This design comes from an exercise in tuning for a short achievable clock period on the open sky130 flow, not from production work.
No functional check of the RTL was part of any run shown here.
No activity file was given, so power comes from the tool's default toggle rates.

==> flow/design.v, too long to show whole: its modules and the start of the top module <==
// module frame_config_regs: 999 lines
// module pixel_ingest: 337 lines
// module block_stats: 178 lines
// module square8: 66 lines
// module square8_inc: 66 lines
// module noise_estimator: 91 lines
// module noise_top: 76 lines
module noise_top (
	input logic clk,
	input logic reset,
	input logic reg_wr_en,
	input video_pkg::reg_addr_t reg_addr,
	input video_pkg::dim_t reg_wdata,
	input video_pkg::reg_addr_t reg_rd_addr,
	output video_pkg::dim_t reg_rdata,
	input video_pkg::pixel_t s_axis_tdata,
	input logic s_axis_tvalid,
	input logic s_axis_tuser,
	output logic s_axis_tready,
	output noise_pkg::variance_t estimated_noise,
	output logic estimated_noise_ready
);
  // ...
==> flow/run.sh <==
#!/bin/bash
# synth_recipe.tcl (not shown) runs the flow's synth.tcl, then flattens the netlist and writes it again
# the make line also repeats each setting of config.mk as NAME=value (left out here)
make -C /OpenROAD-flow-scripts/flow DESIGN_CONFIG=/design/flow/config.mk WORK_HOME=/design/flow/orfs CLKGATE_MAP_FILE= SYNTH_SCRIPT=/design/flow/synth_recipe.tcl finish
==> flow/config.mk <==
export PLATFORM = sky130hd
export DESIGN_NAME = noise_top
export DESIGN_NICKNAME = noise_top
export VERILOG_FILES = /design/flow/design.v
export SDC_FILE = /design/flow/constraint.sdc
export NUM_CORES = 4
export LEC_CHECK = 0
export CAP_MARGIN = 20
export CORE_MARGIN = 2
export CORE_UTILIZATION = 40
export SETUP_SLACK_MARGIN = 3.8
export SLEW_MARGIN = 20
export TNS_END_PERCENT = 100
==> flow/constraint.sdc <==
create_clock -name core_clock -period 7.0 [get_ports {clk}]
set_input_delay 1.4000 -clock core_clock [delete_from_list [all_inputs] [get_ports {clk}]]
set_output_delay 1.4000 -clock core_clock [all_outputs]
set_load 0.01 [all_outputs]
==> flow_metrics.env, run 1 <==
export IMPL_design_die_area_um2=78700
export IMPL_worstSetupStartpoint="reg_rd_addr[0]"
export IMPL_cts_hold_buffers=0
export IMPL_most_frequent_cells_in_the_layout="438 x dfxtp_1, 392 x inv_1, 354 x nand2_1"
export IMPL_seq_cell_share_pct=27.3
export IMPL_critical_path_reg2reg_endpoint="u_stats.last_sq1[14]"
export IMPL_final_antenna_net_count=0
export IMPL_ys_top_cells_by_area="dfxtp_1 31%, fa_1 16%, ha_1 9.2%"
export IMPL_dominant_cell_class="multi-input combinational cells"
export IMPL_mean_instance_size_in_the_synthesized_netlist_um2=9.12
export IMPL_outcome="no timing/DRC/antenna violations"
export IMPL_detailed_place_area_um2=32500
export IMPL_synthesis_instances=3356
export IMPL_r2r_worst_path_cells=13
export IMPL_seq_cell_power_mw=3.13
export IMPL_root_buffer_cell="clkbuf_16"
export IMPL_nFlopsAndLatches=485
export IMPL_min_path_cells=0
export IMPL_most_common_library_cell_in_the_layout_ignoring_fill_and_taps="dfxtp_1"
export IMPL_classification_of_the_worst_slack_hold_path="reg2reg"
export IMPL_mappedNetlistArea_um2=30600
export IMPL_cp_end_kind="primary output"
export IMPL_final_hold_worst_slack_ps=324
export IMPL_levels_on_crit_path=5
export IMPL_timing_critical_path_buf_inv=3
export IMPL_r2r_start="u_stats.luma_d[7]"
export IMPL_post_synth_mux_area_share_pct=2.96
export IMPL_timing_final_ws_setup_ps=3600
export IMPL_wl_met3_um=2530
export IMPL_hold_viol_final=0
export IMPL_clock_area_share_pct=5.30
export IMPL_finalWirelength_um=69000
export IMPL_h_tree_depth=2
export IMPL_cts_sinks=485
export IMPL_place_detailed_hpwl_um=48100
export IMPL_synthXorXnorAreaFrac_pct=5.72
==> run 2: changes to the inputs <==
--- a/flow/design.v
+++ b/flow/design.v
@@ -38,32 +38,34 @@
 	input video_pkg::reg_addr_t reg_addr,
 	input video_pkg::dim_t reg_wdata,
 	input video_pkg::reg_addr_t reg_rd_addr,
 	output video_pkg::dim_t reg_rdata,
 	output video_pkg::block_count_t blocks
 );
 	video_pkg::dim_t width_reg;
 	video_pkg::dim_t height_reg;
-	video_pkg::dim_t diff_reg;
+	video_pkg::dim_t width_n;
+	video_pkg::dim_t height_n;
 	logic [31:0] area_reg;
 	always_ff @(posedge clk) begin
 		if (reset) begin
 			width_reg <= '0;
 			height_reg <= '0;
-			diff_reg <= '0;
+			width_n <= '1;
+			height_n <= '1;
 		end else if (reg_wr_en) begin
 			case (reg_addr)
 				video_pkg::reg_addr_width: begin
 					width_reg <= reg_wdata;
-					diff_reg <= reg_wdata ^ height_reg;
+					width_n <= ~reg_wdata;
 				end
 				video_pkg::reg_addr_height: begin
 					height_reg <= reg_wdata;
-					diff_reg <= width_reg ^ reg_wdata;
+					height_n <= ~reg_wdata;
 				end
 				default: width_reg <= width_reg;
 			endcase
 		end
 	end
 	logic [31:0] area_row0, area_row1, area_row2, area_row3, area_row4, area_row5;
 	logic [31:0] area_sum, area_carry;
 	logic m_1;
@@ -1023,17 +1025,17 @@
 	assign n_253 = n_188 ^ n_189 ^ n_125;
 	assign n_254 = (n_188 & n_189) | (n_188 & n_125) | (n_189 & n_125);
 	always_ff @(posedge clk) begin
 		area_sum <= {n_252, n_250, n_248, n_246, n_244, n_242, n_240, n_238, n_236, n_234, n_232, n_230, n_228, n_226, n_224, n_222, n_220, n_218, n_216, n_214, n_212, n_210, n_208, n_206, n_204, n_202, n_200, n_198, n_196, n_194, n_192, n_191};
 		area_carry <= {n_253, n_251, n_249, n_247, n_245, n_243, n_241, n_239, n_237, n_235, n_233, n_231, n_229, n_227, n_225, n_223, n_221, n_219, n_217, n_215, n_213, n_211, n_209, n_207, n_205, n_203, n_201, n_199, n_197, n_195, n_193, area_row5[0]};
 		area_reg <= area_sum + area_carry;
 	end
 	assign blocks = video_pkg::block_count_t'(area_reg >> video_pkg::block_shift);
-	assign reg_rdata = width_reg ^ (diff_reg & {16{reg_rd_addr == video_pkg::reg_addr_height}});
+	assign reg_rdata = ~((reg_rd_addr == video_pkg::reg_addr_width) ? width_n : height_n);
 endmodule
 `timescale 1ns/1ns
 module pixel_ingest (
 	input logic clk,
 	input logic reset,
 	input video_pkg::pixel_t s_axis_tdata,
 	input logic s_axis_tvalid,
 	input logic s_axis_tuser,
==> run 2 against run 1 <==
Global-route usage is 0.078 points higher. Non-clock buffer count is 50 lower. Via count is 2.5% higher. Highest routed layer unchanged.
==> flow_metrics.env, run 2 <==
export IMPL_outcome="no timing/DRC/antenna violations"
export IMPL_rows=102
export IMPL_drv_max_cap_violation_count=0
export IMPL_numCtsBuffers=56
export IMPL_most_common_library_cell_in_the_layout_ignoring_fill_and_taps="dfxtp_1"
export IMPL_ir_drop_uv=194
export IMPL_period_minus_slack_ps=3330
export IMPL_crit_type="in2out"
export IMPL_power_leakage_nw=16.0
export IMPL_yosys_area_top_type="dfxtp_1"
export IMPL_hold_path_startpoint="u_stats.first_d2"
export IMPL_mean_instance_size_in_the_synthesized_netlist_um2=9.04
export IMPL_power_density_cell_area_nw_per_um2=230
export IMPL_finalWirelength_um=70600
export IMPL_finalWeightedCongestion=0.804
export IMPL_cp_start_kind="input pin"
export IMPL_ios=89
export IMPL_clock_tree_from_tritoncts="done"
export IMPL_worstSetupStartpoint="reg_rd_addr[0]"
export IMPL_synth_warning_count=4
export IMPL_yosys_most_used_dff="dfxtp_1"
export IMPL_largest_reg_flops=32
export IMPL_total_drc_errors_in_the_routed_layout=0
export IMPL_place_detailed_hpwl_um=49900
export IMPL_largestRegisters="u_estimator.blk_count_next x32, u_regs.area_row0 x30, u_regs.area_row1 x29"
export IMPL_cts_buffer_depth=3
export IMPL_core_ar_um2=77100
export IMPL_synthTopCellsByCount="485 x dfxtp_1, 420 x inv_1, 411 x nand2_1"
export IMPL_timing_max_slew_rel_slack_pct=35.1
export IMPL_route_met2_wl_um=33100
export IMPL_synth_seq_area_share_pct=32.9
export IMPL_dr_pass1_iters=5
export IMPL_yosys_register_bits=501
export IMPL_cp_end_kind="primary output"
export IMPL_die_height_um=282
export IMPL_critical_path_max_fanout=8
export IMPL_mappedNetlistArea_um2=31000
export IMPL_critPathArrivalTime_ps=1930
export IMPL_ys_top_cells_by_area="dfxtp_1 31%, fa_1 16%, ha_1 9.1%"
export IMPL_root_buffer_cell="clkbuf_16"
export IMPL_cts_hold_buffers=0
export IMPL_antenna_violations_before_repair=0
export IMPL_worstMarginPinSlew_ps=970
export IMPL_dieWidth_um=282
export IMPL_post_route_cells_drive_above_1_share_pct=12.2
export IMPL_final_antenna_diode_count=0
export IMPL_largest_register="u_estimator.blk_count_next"
export IMPL_route_detailed_vias_per_inst=4.98
export IMPL_yosys_cell_count_top_type="dfxtp_1"
export IMPL_syn_nets=3955
export IMPL_hold_viol_final=0
export IMPL_dr_max_layer_used="met4"
export IMPL_fillCellCount=7341
export IMPL_area_growth_from_synthesis_to_layout_pct=16.8
export IMPL_classification_of_the_worst_slack_hold_path="reg2reg"
export IMPL_wirelength_met1_um=33600
export IMPL_async_flop_share_pct=0
export IMPL_synthesis_instances=3429
export IMPL_clkLatencyLatePin_ps=640
export IMPL_route_vias_total=22795
export IMPL_globalRoute_totalOverflow=0
export IMPL_clock_input_transition_at_the_sequential_cells_of_the_worst_setup_and_hold_paths_ps=60
export IMPL_sum_neg_setup_slack_ps=0
export IMPL_achievable_frequency_ghz=0.300
export IMPL_number_of_flops_mapped_to_enable_cells_by_yosys=16
export IMPL_start_util_pct=40.2
export IMPL_final_period_utilization_pct=47.6
export IMPL_synth_distinct_cells=92
export IMPL_port_buffers=80
export IMPL_final_antenna_net_count=0
export IMPL_first_pass_grt_wire_length_um=116000
export IMPL_fin_worst_skew_ps=46.8
export IMPL_finish_utilization_pct=47.0
export IMPL_routed_wire_length_per_instance_um=15.4
export IMPL_wl_met3_um=2570
export IMPL_timing_critical_path_required_ps=5600
export IMPL_finalSetupViolCount=0
export IMPL_number_of_pins_exceeding_their_max_slew_limit_in_the_final_report=0
export IMPL_pin_count_of_the_biggest_net_entering_global_routing=50
export IMPL_most_frequent_cells_in_the_layout="451 x dfxtp_1, 408 x nand2_1, 405 x inv_1"
export IMPL_cts_sinks=501
export IMPL_track_usage_pct=17.8
export IMPL_fin_nets=4022
export IMPL_r2r_start="u_stats.blk_sum[13]"
export IMPL_initialDrtViolationCount=1086
export IMPL_synth_top_cell_area_share_pct=31.3
export IMPL_grt_setup_unrepaired="yes"
export IMPL_h_tree_depth=2
export IMPL_grt_pass1_vias=22513
export IMPL_design_die_area_um2=79800
[run 2: cell types whose count changed after synthesis, moves of 16 or more]
cell / previous run / this run
dfxtp_1: 469 / 485
mux2i_1: 69 / 43
nand2_1: 372 / 411
nand3_1: 37 / 60
nor3_1: 27 / 43
o21ai_0: 113 / 142
xnor2_1: 135 / 91
[run 2: cell type report]
class	instances	area, um2	area share [%]
inverter	422	1600	4.41
multi-input combinational	2363	19700	54.3
clock buffer	72	1580	4.37
tap	1040	1300	3.59
clock inverter	31	368	1.02
sequential	501	10300	28.4
timing repair buffer	152	1420	3.93
[run 2: path summary, 6_finish.rpt]
path,endpoint,slack [ps],depth (start not counted)
min,u_stats.first_d3,330,0
max,reg_rdata[3],3670,3
max reg2reg,u_stats.mean_sq[13],3790,14
min reg2reg,u_stats.first_d3,330,0
[run 2: critical path, stage by stage]
cell and delay, ps:
buf_16 140, mux2i_2 220, buf_2 160
[run 2: repair_timing]
| item | 4_1_cts | 5_1_grt |
|---|---|---|
| endpoints found under the setup margin | 93 | 79 |
| setup buffers | 27 | 29 |
| pin swaps | 36 | 63 |
| gates resized for setup | 248 | 170 |
| cloned | 6 | 3 |
[run 2: metal layers]
layer  vias up  global-route usage (%)
li1      11445                       -
met1     10893                    24.2
met2       366                    29.9
met3        91                    2.52
met4         0                    4.19
met5         -                       0
[run 2: where the power goes]
| group | switching [mW] | internal (mW) | total, mW |
|---|---|---|---|
| Combinational | 1.14 | 0.943 | 2.08 |
| Clock | 1.27 | 1.79 | 3.06 |
| Sequential | 0.150 | 3.06 | 3.21 |
| Total | 2.55 | 5.80 | 8.35 |
[run 2: stage by stage]
step                      total power, mW  setup slack [ps]  hold slack [ps]  cells  area, um2
after CTS                            8.23              3610              336   4549      35400
final                                8.35              3670              331   4581      36200
after floorplan                      4.53              3070              310   3429      31400
after global placement               4.96              1790              312   4413      32900
after global routing                 8.81              3620              346   4581      36200
after detailed placement             4.98              1780              322   4413      32900
[run 2: cell families (layout without fill, tap and decap cells)]
| logic type | after synthesis | count (layout) | share of synthesized area, % |
|---|---|---|---|
| DFF | 501 | 501 | 32.9 |
| and+or+nand+nor | 1091 | 1091 | 16.8 |
| muxes | 58 | 58 | 1.93 |
| buffers and inverters | 570 | 677 | 7.00 |
| adders and majority gates | 473 | 473 | 25.0 |
| AOI/OAI and AO/OA | 575 | 580 | 11.9 |
| xor gates and xnor gates | 161 | 161 | 4.55 |

[what the ideal ports hide]
No port has a modelled driver above. Below, the same layouts with a new extraction and two added sets of constraints. Step 1 (the two cells are an assumption about what drives the block):
set clk [get_ports {clk}]
set_driving_cell -lib_cell sky130_fd_sc_hd__clkbuf_16 $clk
set_driving_cell -lib_cell sky130_fd_sc_hd__buf_2 [delete_from_list [all_inputs] $clk]
Step 2, shift: input delay + t, output delay - t, t = (earliest + latest rising clock arrival at the registers) / 2. This alone moves slack from input paths to output paths. Slacks: no drivers / after step 1 / after step 2; pairs: no drivers / after step 1.
run | t, ns | setup WS [ns] | latest minus earliest clock arrival (ns) | pins driven straight from the clock port
run 1 | 0.671 | 3.600 / 3.503 / 3.101 | 0.056 / 0.056 | 1
run 2 | 0.676 | 3.667 / 3.478 / 2.942 | 0.051 / 0.051 | 1
After both steps every run listed still meets setup and hold. The setup slack of run 2, which loses most, moves by -0.189 ns with the drivers and by -0.725 ns with both steps.
